This design comes from an exercise in tuning for small area, a short achievable clock period and few clock cycles per item on the open sky130 flow, not from production work. Function was checked by simulation only, so behaviour that the tests miss may differ from the original. No activity file was given, so power comes from the tool's default toggle rates.

$ cat flow/config.mk
export PLATFORM = sky130hd
export DESIGN_NAME = ring_history_peak_tracker_top
export DESIGN_NICKNAME = ring_history_peak_tracker_top
export VERILOG_FILES = /design/flow/design.v
export SDC_FILE = /design/flow/constraint.sdc
export NUM_CORES = 4
export LEC_CHECK = 0
export CAP_MARGIN = 20
export CORE_MARGIN = 2
export CORE_UTILIZATION = 55
export CTS_CLUSTER_DIAMETER = 60
export CTS_CLUSTER_SIZE = 30
export SLEW_MARGIN = 20
export SYNTH_MEMORY_MAX_BITS = 8192
$ cat flow/constraint.sdc
create_clock -name core_clock -period 10.0 [get_ports {clk}]
set_input_delay 2.0000 -clock core_clock [delete_from_list [all_inputs] [get_ports {clk}]]
set_output_delay 2.0000 -clock core_clock [all_outputs]
set_load 0.01 [all_outputs]
$ cat flow/design.v
package rhpt_pkg;
  localparam int unsigned VAL_W    = 16;
  localparam int unsigned TIME_W   = 32;
  localparam int unsigned PEAK_W   = 15;
  localparam int unsigned HOURS_W  = 29;
  localparam int unsigned HELD_W   = 8;
  localparam int unsigned            RECIP_HI_W  = 5;
  localparam logic [TIME_W-1:0]      RECIP_LO    = 32'd878082203;
  localparam logic [RECIP_HI_W-1:0]  RECIP_HI    = 5'd18;
  localparam int unsigned            RECIP_SHIFT = 40;
endpackage
module ring_history_peak_tracker_top #(
  parameter int unsigned DEPTH = 128
) (
  input  logic                                clk,
  input  logic                                rst_n,
  input  logic                                in_valid,
  output logic                                in_ready,
  input  logic signed [rhpt_pkg::VAL_W-1:0]   in_sample_value,
  input  logic        [rhpt_pkg::TIME_W-1:0]  in_sample_time,
  output logic                                out_valid,
  input  logic                                out_ready,
  output logic signed [rhpt_pkg::VAL_W-1:0]   out_current_value,
  output logic                                out_peak_found,
  output logic        [rhpt_pkg::PEAK_W-1:0]  out_peak_value,
  output logic        [rhpt_pkg::TIME_W-1:0]  out_peak_age_seconds,
  output logic        [rhpt_pkg::HOURS_W-1:0] out_peak_age_hours_q8,
  output logic        [rhpt_pkg::HELD_W-1:0]  out_entries_held,
  output logic                                out_ring_full
);
  localparam int unsigned BL = 16;              
  localparam int unsigned NB = DEPTH / BL;      
  localparam int unsigned MW = $clog2(BL);
  localparam int unsigned CW = $clog2(DEPTH + 1);
  localparam int unsigned VW = rhpt_pkg::VAL_W;
  localparam int unsigned PW = rhpt_pkg::PEAK_W;
  localparam int unsigned TW = rhpt_pkg::TIME_W;
  localparam int unsigned QW = rhpt_pkg::HOURS_W;
  localparam int unsigned HW = rhpt_pkg::HELD_W;
  localparam int unsigned TB = DEPTH - BL + 1;  
  localparam int unsigned NT = BL - 1;          
  localparam int unsigned RW = 1 + PW + TW + 1 + TW;
  localparam int unsigned SW = 1 + PW + TW + TW + VW;
  function automatic logic gt32(input logic [31:0] a, input logic [31:0] b);
    logic [31:0] g, p;
    g = a & ~b;
    p = a | ~b;
    for (int s = 1; s < 32; s = s * 2) begin
      for (int k = 0; k + s < 32; k = k + 2 * s) begin
        g[k] = g[k+s] | (p[k+s] & g[k]);
        p[k] = p[k+s] & p[k];
      end
    end
    gt32 = g[0];
  endfunction
  function automatic logic [RW-1:0] comb(input logic [RW-1:0] o, input logic [RW-1:0] n);
    logic          of, nf, otv, ntv, take_v, take_t;
    logic [PW-1:0] opv, npv;
    logic [TW-1:0] opt, npt, ot, nt;
    {of, opv, opt, otv, ot} = o;
    {nf, npv, npt, ntv, nt} = n;
    take_v = nf & (~of | gt32({17'd0, npv}, {17'd0, opv}));
    take_t = ntv & (~otv | gt32(nt, ot));
    comb = {of | nf, take_v ? {npv, npt} : {opv, opt},
            otv | ntv, take_t ? nt : ot};
  endfunction
  logic          in_v_r;
  logic [VW-1:0] in_val_r;
  logic [TW-1:0] in_time_r;
  logic          skid_full_r;
  logic          go;
  logic          acc;
  assign go       = in_v_r & ~skid_full_r;
  logic          in_v_nxt, skid_nxt;
  logic          in_ready_r;    
  assign in_ready = in_ready_r;
  assign acc      = in_valid & in_ready_r;
  assign in_v_nxt = acc | (in_v_r & ~go);
  always_ff @(posedge clk) begin
    if (!rst_n) begin
      in_v_r     <= 1'b0;
      in_ready_r <= 1'b1;
    end else begin
      in_v_r     <= in_v_nxt;
      in_ready_r <= ~in_v_nxt | ~skid_nxt;
    end
    if (acc) begin
      in_val_r  <= in_sample_value;
      in_time_r <= in_sample_time;
    end
  end
  logic [DEPTH*PW-1:0] wv;      
  logic [DEPTH*TW-1:0] wt;      
  logic [DEPTH-1:0]    wd;      
  logic [DEPTH-1:0]    wtd;     
  logic [CW-1:0]       fill_r;
  logic [MW-1:0]       m_r;     
  logic                cur_s_r;  
  logic [BL-2:0]       cmp_v, cmp_t;
  logic                new_pos;
  logic [RW-1:0]       new_rec, run_r;
  logic [RW-1:0]       q_r [NB-1];
  logic                push;      
  assign new_pos = ~in_val_r[VW-1] & (|in_val_r[VW-2:0]);
  assign new_rec = {new_pos, in_val_r[PW-1:0], in_time_r, 1'b1, in_time_r};
  for (genvar i = 0; i < BL - 1; i++) begin : g_cmp
    assign cmp_v[i] = new_pos & gt32({17'd0, in_val_r[PW-1:0]}, {17'd0, wv[i*PW +: PW]});
    assign cmp_t[i] = ~gt32(wt[i*TW +: TW], in_time_r);
  end
  always_ff @(posedge clk) begin
    if (!rst_n) begin
      fill_r <= '0;
      m_r    <= MW'(BL - 1);
      push   <= 1'b1;
      run_r[RW-1]    <= 1'b0;
      run_r[TW]      <= 1'b0;
      for (int k = 0; k < NB - 1; k++) begin
        q_r[k][RW-1] <= 1'b0;
        q_r[k][TW]   <= 1'b0;
      end
    end else if (go) begin
      if (fill_r != CW'(DEPTH)) fill_r <= fill_r + CW'(1);
      m_r <= m_r + MW'(1);
      push <= (m_r == MW'(BL - 2));
      if (push) begin
        run_r <= new_rec;
        q_r[0] <= run_r;
        for (int k = 1; k < NB - 1; k++) q_r[k] <= comb(q_r[k-1], run_r);
      end else begin
        run_r <= comb(run_r, new_rec);
      end
    end
    if (go) begin
      wv    <= {wv[(DEPTH-1)*PW-1:0], in_val_r[PW-1:0]};
      wt    <= {wt[(DEPTH-1)*TW-1:0], in_time_r};
      wd    <= {wd[DEPTH-2:BL-1], wd[BL-2:0] | cmp_v, ~new_pos};
      wtd   <= {wtd[DEPTH-2:BL-1], wtd[BL-2:0] | cmp_t, 1'b0};
      cur_s_r <= in_val_r[VW-1];
    end
  end
  logic [NT-1:0] cand_p, cand_t, above_p, above_t, oh_p, oh_t;
  logic [PW-1:0] sel_pv;
  logic [TW-1:0] sel_pt, sel_nt;
  logic [RW-1:0] tail_r;
  for (genvar j = 0; j < NT; j++) begin : g_tail
    logic in_win;
    assign in_win    = (fill_r >= CW'(TB + j)) & (push | (m_r < MW'(j)));
    assign cand_p[j] = in_win & ~wd[TB - 1 + j];
    assign cand_t[j] = in_win & ~wtd[TB - 1 + j];
  end
  always_comb begin
    above_p[NT-1] = 1'b0;
    above_t[NT-1] = 1'b0;
    for (int j = NT - 2; j >= 0; j--) begin
      above_p[j] = above_p[j+1] | cand_p[j+1];
      above_t[j] = above_t[j+1] | cand_t[j+1];
    end
  end
  assign oh_p = cand_p & ~above_p;
  assign oh_t = cand_t & ~above_t;
  always_comb begin
    sel_pv = '0;
    sel_pt = '0;
    sel_nt = '0;
    for (int j = 0; j < NT; j++) begin
      sel_pv = sel_pv | (wv[(TB-1+j)*PW +: PW] & {PW{oh_p[j]}});
      sel_pt = sel_pt | (wt[(TB-1+j)*TW +: TW] & {TW{oh_p[j]}});
      sel_nt = sel_nt | (wt[(TB-1+j)*TW +: TW] & {TW{oh_t[j]}});
    end
  end
  always_ff @(posedge clk) begin
    if (go) tail_r <= {|cand_p, sel_pv, sel_pt, |cand_t, sel_nt};
  end
  logic          ef, qf, rf, etv, qtv, rtv;
  logic [PW-1:0] epv, qpv, rpv;
  logic [TW-1:0] ept, qpt, rpt, et, qt, rt;
  logic          g_qe, g_re, g_rq, t_qe, t_re, t_rq;
  logic          w_found;
  logic [PW-1:0] w_pv;
  logic [TW-1:0] w_pt, w_nt;
  logic [SW-1:0] live;
  assign {ef, epv, ept, etv, et} = tail_r;
  assign {qf, qpv, qpt, qtv, qt} = q_r[NB-2];
  assign {rf, rpv, rpt, rtv, rt} = run_r;
  assign g_qe = qf & (~ef | gt32({17'd0, qpv}, {17'd0, epv}));
  assign g_re = rf & (~ef | gt32({17'd0, rpv}, {17'd0, epv}));
  assign g_rq = rf & (~qf | gt32({17'd0, rpv}, {17'd0, qpv}));
  assign t_qe = qtv & (~etv | gt32(qt, et));
  assign t_re = rtv & (~etv | gt32(rt, et));
  assign t_rq = rtv & (~qtv | gt32(rt, qt));
  always_comb begin
    if (g_qe) {w_pv, w_pt} = g_rq ? {rpv, rpt} : {qpv, qpt};
    else      {w_pv, w_pt} = g_re ? {rpv, rpt} : {epv, ept};
    if (t_qe) w_nt = t_rq ? rt : qt;
    else      w_nt = t_re ? rt : et;
  end
  assign w_found = ef | qf | rf;
  assign live    = {w_found, w_pv, w_pt, w_nt, cur_s_r, wv[PW-1:0]};
  logic          adv;
  logic          lp_r;         
  logic [SW-1:0] skid_r;
  logic          p1_v, p2_v, p3_v, ov_r;
  logic [SW-1:0] p1;
  assign adv      = ~ov_r | out_ready;
  assign skid_nxt = skid_full_r ? ~adv : (lp_r & ~adv);
  always_ff @(posedge clk) begin
    if (!rst_n) begin
      lp_r        <= 1'b0;
      skid_full_r <= 1'b0;
      p1_v        <= 1'b0;
      p2_v        <= 1'b0;
      p3_v        <= 1'b0;
      ov_r        <= 1'b0;
    end else begin
      lp_r        <= go | (lp_r & skid_full_r);
      skid_full_r <= skid_nxt;
      if (adv) begin
        p1_v <= skid_full_r | lp_r;
        p2_v <= p1_v;
        p3_v <= p2_v;
        ov_r <= p3_v;
      end
    end
    if (!skid_full_r && lp_r && !adv) skid_r <= live;
    if (adv) p1 <= skid_full_r ? skid_r : live;
  end
  logic          p1_found;
  logic [PW-1:0] p1_pv;
  logic [TW-1:0] p1_pt, p1_nt;
  logic [VW-1:0] p1_cur;
  assign {p1_found, p1_pv, p1_pt, p1_nt, p1_cur} = p1;
  logic          p2_found;
  logic [PW-1:0] p2_pv;
  logic [TW-1:0] p2_age;
  logic [VW-1:0] p2_cur;
  always_ff @(posedge clk) begin
    if (adv) begin
      p2_found <= p1_found;
      p2_pv    <= p1_pv;
      p2_age   <= (p1_nt & {TW{p1_found}}) - p1_pt;
      p2_cur   <= p1_cur;
    end
  end
  localparam int unsigned NR = 16;
  logic [40:0] rows [NR];
  logic [40:0] a41;
  assign a41 = {9'd0, p2_age};
  always_comb begin
    rows[0]  = a41 << 8;
    rows[1]  = a41 << 5;
    rows[2]  = a41 << 2;
    rows[3]  = ~a41;
    rows[4]  = a41 >> 2;
    rows[5]  = a41 >> 5;
    rows[6]  = ~(a41 >> 7);
    rows[7]  = ~(a41 >> 9);
    rows[8]  = ~(a41 >> 11);
    rows[9]  = a41 >> 13;
    rows[10] = ~(a41 >> 17);
    rows[11] = a41 >> 21;
    rows[12] = a41 >> 23;
    rows[13] = ~(a41 >> 26);
    rows[14] = ~(a41 >> 28);
    rows[15] = 41'd13;
  end
  logic [40:0] cs0, cc0, cs1, cc1, cs2, cc2, cs3, cc3, cs4, cc4, cs5, cc5, cs6, cc6, cs7, cc7, cs8, cc8, cs9, cc9, cs10, cc10, cs11, cc11, cs12, cc12;
  assign cs0 = rows[0] ^ rows[1] ^ rows[2];
  assign cc0 = ((rows[0] & rows[1]) | (rows[0] & rows[2]) | (rows[1] & rows[2])) << 1;
  assign cs1 = rows[3] ^ rows[4] ^ rows[5];
  assign cc1 = ((rows[3] & rows[4]) | (rows[3] & rows[5]) | (rows[4] & rows[5])) << 1;
  assign cs2 = rows[6] ^ rows[7] ^ rows[8];
  assign cc2 = ((rows[6] & rows[7]) | (rows[6] & rows[8]) | (rows[7] & rows[8])) << 1;
  assign cs3 = rows[9] ^ rows[10] ^ rows[11];
  assign cc3 = ((rows[9] & rows[10]) | (rows[9] & rows[11]) | (rows[10] & rows[11])) << 1;
  assign cs4 = rows[12] ^ rows[13] ^ rows[14];
  assign cc4 = ((rows[12] & rows[13]) | (rows[12] & rows[14]) | (rows[13] & rows[14])) << 1;
  assign cs5 = cs0 ^ cc0 ^ cs1;
  assign cc5 = ((cs0 & cc0) | (cs0 & cs1) | (cc0 & cs1)) << 1;
  assign cs6 = cc1 ^ cs2 ^ cc2;
  assign cc6 = ((cc1 & cs2) | (cc1 & cc2) | (cs2 & cc2)) << 1;
  assign cs7 = cs3 ^ cc3 ^ cs4;
  assign cc7 = ((cs3 & cc3) | (cs3 & cs4) | (cc3 & cs4)) << 1;
  assign cs8 = cs5 ^ cc5 ^ cs6;
  assign cc8 = ((cs5 & cc5) | (cs5 & cs6) | (cc5 & cs6)) << 1;
  assign cs9 = cc6 ^ cs7 ^ cc7;
  assign cc9 = ((cc6 & cs7) | (cc6 & cc7) | (cs7 & cc7)) << 1;
  assign cs10 = cs8 ^ cc8 ^ cs9;
  assign cc10 = ((cs8 & cc8) | (cs8 & cs9) | (cc8 & cs9)) << 1;
  assign cs11 = cc9 ^ cc4 ^ rows[15];
  assign cc11 = ((cc9 & cc4) | (cc9 & rows[15]) | (cc4 & rows[15])) << 1;
  assign cs12 = cs10 ^ cc10 ^ cs11;
  assign cc12 = ((cs10 & cc10) | (cs10 & cs11) | (cc10 & cs11)) << 1;
  logic          p3_found;
  logic [PW-1:0] p3_pv;
  logic [TW-1:0] p3_age;
  logic [VW-1:0] p3_cur;
  logic [40:0]   p3_h0, p3_h1, p3_h2;
  logic [40:0]   p3_hs, p3_hc, p3_hsum;
  always_ff @(posedge clk) begin
    if (adv) begin
      p3_found <= p2_found;
      p3_pv    <= p2_pv;
      p3_age   <= p2_age;
      p3_cur   <= p2_cur;
      p3_h0    <= cs12;
      p3_h1    <= cc12;
      p3_h2    <= cc11;
    end
  end
  assign p3_hs   = p3_h0 ^ p3_h1 ^ p3_h2;
  assign p3_hc   = ((p3_h0 & p3_h1) | (p3_h0 & p3_h2) | (p3_h1 & p3_h2)) << 1;
  assign p3_hsum = p3_hs + p3_hc;
  always_ff @(posedge clk) begin
    if (!rst_n) begin
      out_entries_held <= '0;
      out_ring_full    <= 1'b0;
    end else if (adv && p3_v) begin
      if (out_entries_held != HW'(DEPTH)) out_entries_held <= out_entries_held + HW'(1);
      out_ring_full <= (out_entries_held >= HW'(DEPTH - 1));
    end
    if (adv) begin
      out_peak_found        <= p3_found;
      out_peak_value        <= p3_pv;
      out_peak_age_seconds  <= p3_age;
      out_peak_age_hours_q8 <= p3_hsum[12 +: QW];
      out_current_value     <= p3_cur;
    end
  end
  assign out_valid = ov_r;
endmodule
$ cat flow/flow/run.sh
#!/bin/bash
set -euo pipefail
bash standard.sh SETUP_SLACK_MARGIN=6.3 finish > flow_make.log 2>&1
$ cat flow/standard.sh
#!/bin/bash
# synth_recipe.tcl (not shown) runs the flow's synth.tcl, then flattens the netlist and writes it again
# the make line also repeats each setting of config.mk as NAME=value (left out here)
make -C /OpenROAD-flow-scripts/flow DESIGN_CONFIG=/design/flow/config.mk WORK_HOME=/design/flow/orfs CLKGATE_MAP_FILE= SYNTH_SCRIPT=/design/flow/synth_recipe.tcl "${@:-finish}"
==> summary.txt, run 1 <==
Yosys
  • Mapped Cells: between 10000 and 15000
  • Top cells by area, synth: edfxtp_1, fa_1, maj3_1
  • Mapped cell area: between 200000 and 300000 µm²
  • Average cell area after synthesis: between 15 and 20 µm²
  • Async set-or-reset flop fraction in the synthesized netlist: 0%
  • Post-synth EDFFs: 7502
  • Register bit count reported by yosys: around 7500
  • Top cell type by total area after synthesis: edfxtp_1
  • Yosys warns: 3
  • Post-synth top area share: between 80 and 90%
  • Yosys cell types: between 90 and 100
  • Post-Syn Nets: 14722
  • Synth Flop Type: edfxtp_1
  • Seq/Total Area, Yosys: about 83%

Global route
  • Vias in the first global route: around 130k
  • Initial antenna violation count: 37
  • Gr ovfl total: 0
  • Largest net degree at the start of global routing: roughly 210
  • First-pass GRT wire length: 838000 µm
  • Tot GR Track Use: around 22%

Timing
  • RSZ-0062 raised after global routing: yes
  • WHS: approximately 0.36 ns
  • FMAX: between 0.2 and 0.25 GHz
  • Max-slew violations: 0
  • Final period util: a little over two fifths
  • Clk_skew: between 0.1 and 0.15 ns
  • Worst-margin pin slew: between 1 and 1.5 ns
  • # setup viols final: 0
  • Final hold vios: 0
  • Setup TNS: 0 ns
  • Max-slew headroom: 27.7%
  • Tmin final: 4.23 ns

Power
  • Switch share: between 20% and 30%
  • Combinational power share: between 20% and 30%
  • Cell-internal power: 57.2 mW
  • Total chip power: 80.0 mW
  • Part of the power in the clock network: roughly 28%
  • VDD IR max: roughly 650 µV
  • P_sw: 22.7 mW
  • Reg power frac: around 48%
  • PwrDens: between 200 and 300 nW/µm²
  • Pleak: 95.5 nW

Detailed routing
  • DRC violations left: 0
  • Final ANT Viol Nets: 0
  • Vias: 131093
  • Max Used Layer: met5
  • DR WL/cell: 26.1 µm
  • Vias per Instance: roughly 6
  • Pre-antenna DRT Iters: 9
  • M1 WL: between 200000 and 250000 µm
  • DR iter-0 viols: 15786
  • Metal2 WL: ~270000 µm
  • Met3 wire length: roughly 42000 µm
  • Routed WL: slightly below 600000 µm

Setup path
  • Worst-path fanout max: 5
  • Crit path arrival time: approximately 5.0 ns
  • Kind of critical path: flop to flop
  • Crit path capture type: flop
  • Startpoint types: flop
  • WP data required: 10.80 ns

Placed design
  • Routability cong.: about 0.88
  • DP Cell Count: slightly above 20000
  • Number of buffers added on ports: roughly 160
  • Dpl hpwl: between 300000 and 400000 µm

Clocking
  • TritonCTS Sinks: 7548
  • Clock slew at reported path FFs: 0.09 ns
  • CTS Buffer Depth: 4
  • TritonCTS clock tree: yes
  • CTS Buf Count: around 520
  • Clock Latency Late Sink: 1.12 ns
  • Root Buffer: clkbuf_16
  • H-Tree Depth: 6
  • Hold buffers post-CTS: 0

Flow run
  • Max Cap Viol: 0

Die
  • Die width: ~700 µm
  • Die area: roughly 500000 µm²
  • I/O pin count: 156
  • # rows: between 200 and 300
  • Die H: 709 µm
  • Total core area: between 400000 and 500000 µm²
  • Starting Density: between 50 and 60%

Cells and area
  • Non-filler cells, final: between 20000 and 25000
  • Share of layout cells above drive strength 1: between 10% and 20%
  • Layout area overhead: 15.4%
  • Finished Core Util: between 60% and 70%
  • Fill count: approximately 34000
  • Final net count: ~16000
  • Area of the multi-input gates: about 47000 µm²
  • FF/Latch Area: roughly 230000 µm²

Hold path
  • Min-Delay Path Class: flop to flop

Run status
  • Status: finished clean
## final timing paths
check                            from                    to  slack (ns)  cells past startpoint
setup / recovery  run_r[65]$_DFFE_PP_  q_r[3][41]$_DFFE_PP_        5.77                     16
setup reg to reg  run_r[65]$_DFFE_PP_  q_r[3][41]$_DFFE_PP_        5.77                     16
hold reg to reg    wt[3175]$_DFFE_PP_    wt[3207]$_DFFE_PP_        0.36                      0
hold / removal     wt[3175]$_DFFE_PP_    wt[3207]$_DFFE_PP_        0.36                      0
## cells in the mapped netlist (all sizes together) (29+ instances only)
master and number:
fa 268, a22oi 43, mux2 323, maj3 487, o21ai 202, o221ai 64
nand4 46, a31oi 89, a221oi 120, mux2i 158, nor3b 46, a2111oi 42
edfxtp 7502, nor2 488, a21o 36, a2111o 37, a21oi 237, and2 81
ha 186, xnor2 50, o22ai 244, a221o 258, nand3 194, clkbuf 393
clkinv 29, inv 845, o21bai 31, nor2b 178, a211o 29, nor3 134
nand2b 135, nand2 613, buf 80, a211oi 33, o211ai 32, o31ai 59
dfxtp 46, a222oi 80
## state kept, by name (all words and copies together), names as in the netlist, 16 cells and up, named ones only
name and cells:
out_peak_age_seconds 32, in_time_r 32, p2_cur 16, p3_age 32, p3_h2 25, p1 96, p3_h1 40, p2_age 32
wd 127, in_val_r 16, skid_r 96, p3_h0 40, wt 4064, p3_cur 16, wv 1905, q_r 567
wtd 126, out_current_value 16, out_peak_age_hours_q8 29, tail_r 81, run_r 81
## final cells by class
cell class,instances,share of cell area [%]
diodes,9,0.00714
clock buffers,558,4.28
clock inverters,396,1.52
inverters,874,1.12
multi-input cells,5335,14.8
flip-flops and latches,7548,71.8
well taps,6630,2.63
repair buffers,993,3.90
repair inverters,3,0.0127
## cell families (layout without fill, tap and decap cells)
group	Yosys count	after routing	share of synthesized area, %
buffers and inverters	1347	2824	1.91
other	0	9	0
and+or+nand+nor	2036	2041	3.56
AOI/OAI and AO/OA	1797	1806	4.96
adders and majority gates	941	941	4.62
muxes	481	481	1.92
xor gates and xnor gates	66	66	0.212
DFF	7548	7548	82.8
## critical path: stages, from the launching register on
cell       delay (ns)
edfxtp_1         0.42
buf_6            0.16
nor2b_4          0.12
maj3_2           0.29
maj3_2           0.29
maj3_2           0.30
maj3_2           0.30
maj3_2           0.30
maj3_2           0.30
maj3_2           0.33
a21oi_4          0.17
a2bb2oi_4        0.17
buf_12           0.12
buf_12           0.12
buf_12           0.14
buf_16           0.14
mux2_4           0.29
## power groups by stage
| stage | sequential, mW | clock [mW] | combinational [mW] |
|---|---|---|---|
| after detailed placement | 39.1 | 0 | 16.6 |
| after CTS | 38.1 | 23.3 | 18.6 |
| final | 38.1 | 22.7 | 19.1 |
| after global placement | 39.1 | 0 | 16.4 |
| after global routing | 38.2 | 24.4 | 22.2 |
| after floorplan | 39.7 | 0 | 11.2 |
## placed cells by master, fill, tap and decap left out, drive strengths merged, types with 50 or more instances in the layout
cell type,count
a221oi,120
nor2b,178
o31ai,59
nor3,134
o21ai,202
nand2,613
mux2,323
clkinvlp,74
o221ai,64
clkinv,206
clkdlybuf4s50,50
mux2i,158
a221o,258
ha,186
xnor2,50
clkbuf,594
nand2b,136
edfxtp,7502
a21oi,237
o22ai,244
nor2,488
and2,82
a222oi,80
fa,268
inv,958
a31oi,89
nand3,194
buf,892
maj3,487
## layer usage
metal  up-vias  GRT usage, %
li1      57614             -
met1     67096          31.8
met2      5140          35.4
met3      1233          3.54
met4        10          8.14
met5         -             0
## per-stage QoR
stage          area (µm²)  setup WS, ns
2_1_floorplan      273000         -8.44
4_1_cts            311000          5.85
3_3_place_gp       284000          4.69
5_1_grt            315000          5.72
6_report           315000          5.77
3_5_place_dp       284000          4.60
## timing repair
item | CTS | global route
buffers inserted | 340 | 115
gates resized for setup | 1472 | 650
endpoints found under the setup margin | 4339 | 3151
cloned | 92 | 41
pin swaps | 371 | 373
Testbench counts, summed over its fixed seeds: cycles 2,608, items 2,560.
==> run 2, diff against run 1 <==
--- a/flow/design.v
+++ b/flow/design.v
@@ -138,15 +138,18 @@
       cur_s_r <= in_val_r[VW-1];
     end
   end
-  logic [NT-1:0] cand_p, cand_t, above_p, above_t, oh_p, oh_t;
+  logic [NT-1:0] cand_p, cand_t, above_p, above_t;
+  logic [NT-1:0] oh_p_r, oh_t_r;
+  logic          any_p_r, any_t_r;
   logic [PW-1:0] sel_pv;
   logic [TW-1:0] sel_pt, sel_nt;
   logic [RW-1:0] tail_r;
   for (genvar j = 0; j < NT; j++) begin : g_tail
     logic in_win;
-    assign in_win    = (fill_r >= CW'(TB + j)) & (push | (m_r < MW'(j)));
-    assign cand_p[j] = in_win & ~wd[TB - 1 + j];
-    assign cand_t[j] = in_win & ~wtd[TB - 1 + j];
+    assign in_win    = (fill_r >= CW'(TB + j - 1)) &
+                       ((m_r == MW'(BL - 2)) | (push & (j >= 1)) | ({1'b0, m_r} + 1 < j));
+    assign cand_p[j] = in_win & ~wd[TB - 2 + j];
+    assign cand_t[j] = in_win & ~wtd[TB - 2 + j];
   end
   always_comb begin
     above_p[NT-1] = 1'b0;
@@ -156,20 +159,31 @@
       above_t[j] = above_t[j+1] | cand_t[j+1];
     end
   end
-  assign oh_p = cand_p & ~above_p;
-  assign oh_t = cand_t & ~above_t;
+  always_ff @(posedge clk) begin
+    if (!rst_n) begin
+      oh_p_r  <= '0;
+      oh_t_r  <= '0;
+      any_p_r <= 1'b0;
+      any_t_r <= 1'b0;
+    end else if (go) begin
+      oh_p_r  <= cand_p & ~above_p;
+      oh_t_r  <= cand_t & ~above_t;
+      any_p_r <= |cand_p;
+      any_t_r <= |cand_t;
+    end
+  end
   always_comb begin
     sel_pv = '0;
     sel_pt = '0;
     sel_nt = '0;
     for (int j = 0; j < NT; j++) begin
-      sel_pv = sel_pv | (wv[(TB-1+j)*PW +: PW] & {PW{oh_p[j]}});
-      sel_pt = sel_pt | (wt[(TB-1+j)*TW +: TW] & {TW{oh_p[j]}});
-      sel_nt = sel_nt | (wt[(TB-1+j)*TW +: TW] & {TW{oh_t[j]}});
+      sel_pv = sel_pv | (wv[(TB-1+j)*PW +: PW] & {PW{oh_p_r[j]}});
+      sel_pt = sel_pt | (wt[(TB-1+j)*TW +: TW] & {TW{oh_p_r[j]}});
+      sel_nt = sel_nt | (wt[(TB-1+j)*TW +: TW] & {TW{oh_t_r[j]}});
     end
   end
   always_ff @(posedge clk) begin
-    if (go) tail_r <= {|cand_p, sel_pv, sel_pt, |cand_t, sel_nt};
+    if (go) tail_r <= {any_p_r, sel_pv, sel_pt, any_t_r, sel_nt};
   end
   logic          ef, qf, rf, etv, qtv, rtv;
   logic [PW-1:0] epv, qpv, rpv;
==> flow/flow/run.sh (replaced) <==
#!/bin/bash
set -euo pipefail
bash standard.sh SETUP_SLACK_MARGIN=6.5 finish > flow_make.log 2>&1
--- a/flow/config.mk
+++ b/flow/config.mk
@@ -7,7 +7,7 @@
 export LEC_CHECK = 0
 export CAP_MARGIN = 20
 export CORE_MARGIN = 2
-export CORE_UTILIZATION = 55
+export CORE_UTILIZATION = 45
 export CTS_CLUSTER_DIAMETER = 60
 export CTS_CLUSTER_SIZE = 30
 export SLEW_MARGIN = 20
==> run 2 against run 1 <==
Net effect:
- still clean on timing, DRC and antenna
- clock power down 6%
- final cell count up 5.4%
- critical path depth down 2
- non-clock buffer count up 8
- wire length down 6.6%
- cell area down 0.29%
- synthesized cell count down 0.44%
- die area up 22%
- first-iteration DRC count down 4.9%
- setup slack worse by 0.24 ns
- largest cell class unchanged
==> summary.txt, run 2 <==
Detailed routing
  • Met3 wire length: 37500 µm
  • Routed WL: between 500000 and 600000 µm
  • DRC violations left: 0
  • DR WL/cell: 23.1 µm
  • Pre-antenna DRT Iters: 10
  • Metal2 WL: roughly 240000 µm
  • Final ANT Viol Nets: 0
  • DR iter-0 viols: 15010
  • Vias per Instance: about 5.5
  • Vias: approximately 130k
  • Max Used Layer: met5
  • M1 WL: approximately 240000 µm

Timing
  • Setup TNS: 0 ns
  • FMAX: around 0.22 GHz
  • # setup viols final: 0
  • Final period util: 44.8%
  • Worst-margin pin slew: between 1 and 1.5 ns
  • Clk_skew: about 0.092 ns
  • Final hold vios: 0
  • Max-slew violations: 0
  • Tmin final: ~4.5 ns
  • RSZ-0062 raised after global routing: yes
  • Max-slew headroom: a little over a fifth

Clocking
  • Clock slew at reported path FFs: 0.09 ns
  • CTS Buf Count: around 450
  • TritonCTS Sinks: around 7600
  • TritonCTS clock tree: yes
  • H-Tree Depth: 5
  • CTS Buffer Depth: 4
  • Clock Latency Late Sink: ~1.1 ns
  • Root Buffer: clkbuf_16
  • Hold buffers post-CTS: 0

Die
  • Die width: 783 µm
  • # rows: 286
  • Die H: 783 µm
  • I/O pin count: 156
  • Total core area: 606000 µm²
  • Starting Density: a little under half
  • Die area: a little over 600000 µm²

Cells and area
  • Layout area overhead: 15.0%
  • Most frequent cells in the layout: edfxtp_1, inv_1, nor2_1
  • Largest register FFs: approximately 4100
  • Share of layout cells above drive strength 1: around 18%
  • Most common cell after layout, fill and taps aside: edfxtp_1
  • FF/Latch Area: ~230000 µm²
  • Area of the multi-input gates: between 40000 and 50000 µm²
  • Fill count: 47311
  • Largest reg by FF count: wt
  • Final net count: around 16000
  • Top Registers: wt (4064), wv (1905), q_r (567)

Placed design
  • Routability cong.: 0.842
  • Dpl hpwl: about 310000 µm
  • Number of buffers added on ports: 155

Global route
  • Gr ovfl total: 0
  • Largest net degree at the start of global routing: 190
  • Vias in the first global route: roughly 120k
  • Tot GR Track Use: between 15 and 20%
  • First-pass GRT wire length: 793000 µm
  • Initial antenna violation count: 18

Hold path
  • Min-Delay Path Class: flop to flop
  • Hold Path Origin: wt[3535]$_DFFE_PP_

Yosys
  • Top cells by area, synth: edfxtp_1, fa_1, maj3_1
  • Post-Syn Nets: around 15000
  • Post-synth EDFFs: 7500
  • Top cell type by total area after synthesis: edfxtp_1
  • Async set-or-reset flop fraction in the synthesized netlist: 0%
  • Yosys warns: 3
  • Synth Flop Type: edfxtp_1
  • Average cell area after synthesis: between 15 and 20 µm²
  • Count leader, synth: edfxtp_1
  • Post-synth top area share: 82.4%
  • Mapped Cells: approximately 14000
  • Yosys cell types: between 80 and 90
  • Register bit count reported by yosys: around 7600
  • Synth top cells by count: edfxtp_1, inv_1, nor2_1
  • Mapped cell area: about 270000 µm²
  • Seq/Total Area, Yosys: slightly above 80%

Setup path
  • Cell seen most often among critical-path stages: maj3_2
  • Crit path arrival time: around 5.3 ns
  • Worst-path fanout max: 9
  • CP cell instances: buf_4, maj3_2, maj3_2, maj3_2, maj3_2, maj3_2, maj3_2, maj3_2, maj3_2, o21a_1, maj3_2, a211oi_4, buf_6, buf_12
  • Worst r2r src: run_r[66]$_DFFE_PP_
  • WP data required: 10.78 ns
  • CP max stage delay: roughly 0.42 ns
  • CP startpoint: run_r[66]$_DFFE_PP_
  • Crit path capture type: flop
  • Kind of critical path: flop to flop
  • CP max-delay cell: edfxtp_1
  • Startpoint types: flop

Power
  • VDD IR max: 517 µV
  • Total chip power: 77.1 mW
  • PwrDens: around 250 nW/µm²
  • Pleak: approximately 93 nW

Run status
  • Status: finished clean

Flow run
  • Max Cap Viol: 0
[run 2: cell count changes after synthesis, sizes merged, moves of 58 or more]
cell | previous run | this run
a22o | 15 | 104
a22oi | 43 | 401
and3 | 19 | 94
clkbuf | 393 | 451
inv | 845 | 757
mux2 | 323 | 132
mux2i | 158 | 73
nand2 | 613 | 350
nand3 | 194 | 50
nor2 | 488 | 674
nor3 | 134 | 66
[run 2: where the power goes]
part           total [mW]  switching, mW  internal, mW
registers            38.0          0.573          37.5
logic                17.8           9.96          7.87
clock network        21.3           11.6          9.66
total                77.1           22.1          55.0
[run 2: through the flow]
| stage | worst slack, ns | util, % | hold WS [ns] | instance area (µm²) | instances |
|---|---|---|---|---|---|
| finish | 5.52 | 51.9 | 0.374 | 314000 | 23555 |
| global route | 5.44 | 51.9 | 0.370 | 314000 | 23539 |
| CTS | 5.60 | 51.2 | 0.373 | 310000 | 23403 |
| detailed placement | 4.44 | 47.1 | 0.405 | 285000 | 22115 |
| global placement | 4.43 | 47.1 | 0.400 | 285000 | 22115 |
| floorplan | -12.77 | - | 0.400 | 273000 | 14153 |
[run 2: final timing paths]
check / depth (start not counted) / endpoint / slack (ns)
worst min-delay path: 0 / wt[3567]$_DFFE_PP_ / 0.37
worst max register to register: 14 / run_r[55]$_DFFE_PP_ / 5.52
worst min register to register: 0 / wt[3567]$_DFFE_PP_ / 0.37
worst max-delay path: 14 / run_r[55]$_DFFE_PP_ / 5.52
[run 2: logic make-up (layout without fill, tap and decap cells)]
logic type      Yosys count  after routing  synth area share, %
xor+xnor                 59             59                0.189
mux                     205            205                0.811
flops                  7578           7578                 83.0
fa+ha+maj               997            997                 4.85
compound gates         2157           2159                 6.04
other cells               0             17                    0
buf+inv                1313           2630                 1.88
simple gates           1844           1846                 3.26
[run 2: cell type report]
class | instances | area share [%]
diodes | 17 | 0.0135
repair inverters | 7 | 0.0143
well taps | 8064 | 3.21
flip-flops and latches | 7578 | 72.2
inverters | 783 | 1.02
repair buffers | 1001 | 3.90
clock inverters | 374 | 1.65
clock buffers | 465 | 3.61
multi-input cells | 5266 | 14.4
[run 2: worst max-delay path, delay by kind of cell (launching register included)]
family / cells / cell delay (ns)
buffers and inverters: 3 / 0.47
adders and majority gates: 9 / 2.78
AOI/OAI and AO/OA: 2 / 0.52
DFF: 1 / 0.42
[run 2: repair_timing]
item	CTS	global route
gates cloned	98	23
gates resized for setup	1442	602
endpoints found under the hold margin	0	0
setup buffers	351	112
pin swaps	570	343
setup endpoints to repair	6900	4244
[run 2: routing by layer]
metal	track usage (%)	vias to the layer above
li1	-	57613
met1	25.0	66288
met2	25.4	4734
met3	2.74	1038
met4	5.92	6
met5	0	-
Testbench counts of run 2, summed over its fixed seeds: cycles 2,608, items 2,560.

==> afterwards: timing with drivers on the ports <==
How much do the figures lean on ideal ports? The routed layouts below were timed once more, with nothing changed but the port constraints.
Step 1 sets driving cells, clkbuf_16 on the clock port and buf_2 on the other inputs (assumed; they add their load-dependent delay and slew).
Step 2 also shifts input and output timing later by t, the mid clock arrival at the registers, as if the neighbouring blocks saw the same clock.
a / b / c = no drivers / after step 1 / after step 2; a / b = the first two.
run	shift t [ns]	slack for setup (ns)	hold WS [ns]
run 1	1.171	5.765 / 5.765 / 5.242	0.357 / 0.357 / 0.357
run 2	1.145	5.522 / 5.522 / 5.507	0.374 / 0.374 / 0.374
After both steps setup and hold are still met in every run listed. The setup slack of run 1, which loses most, moves by 0.000 ns with the drivers and by -0.523 ns with both steps.
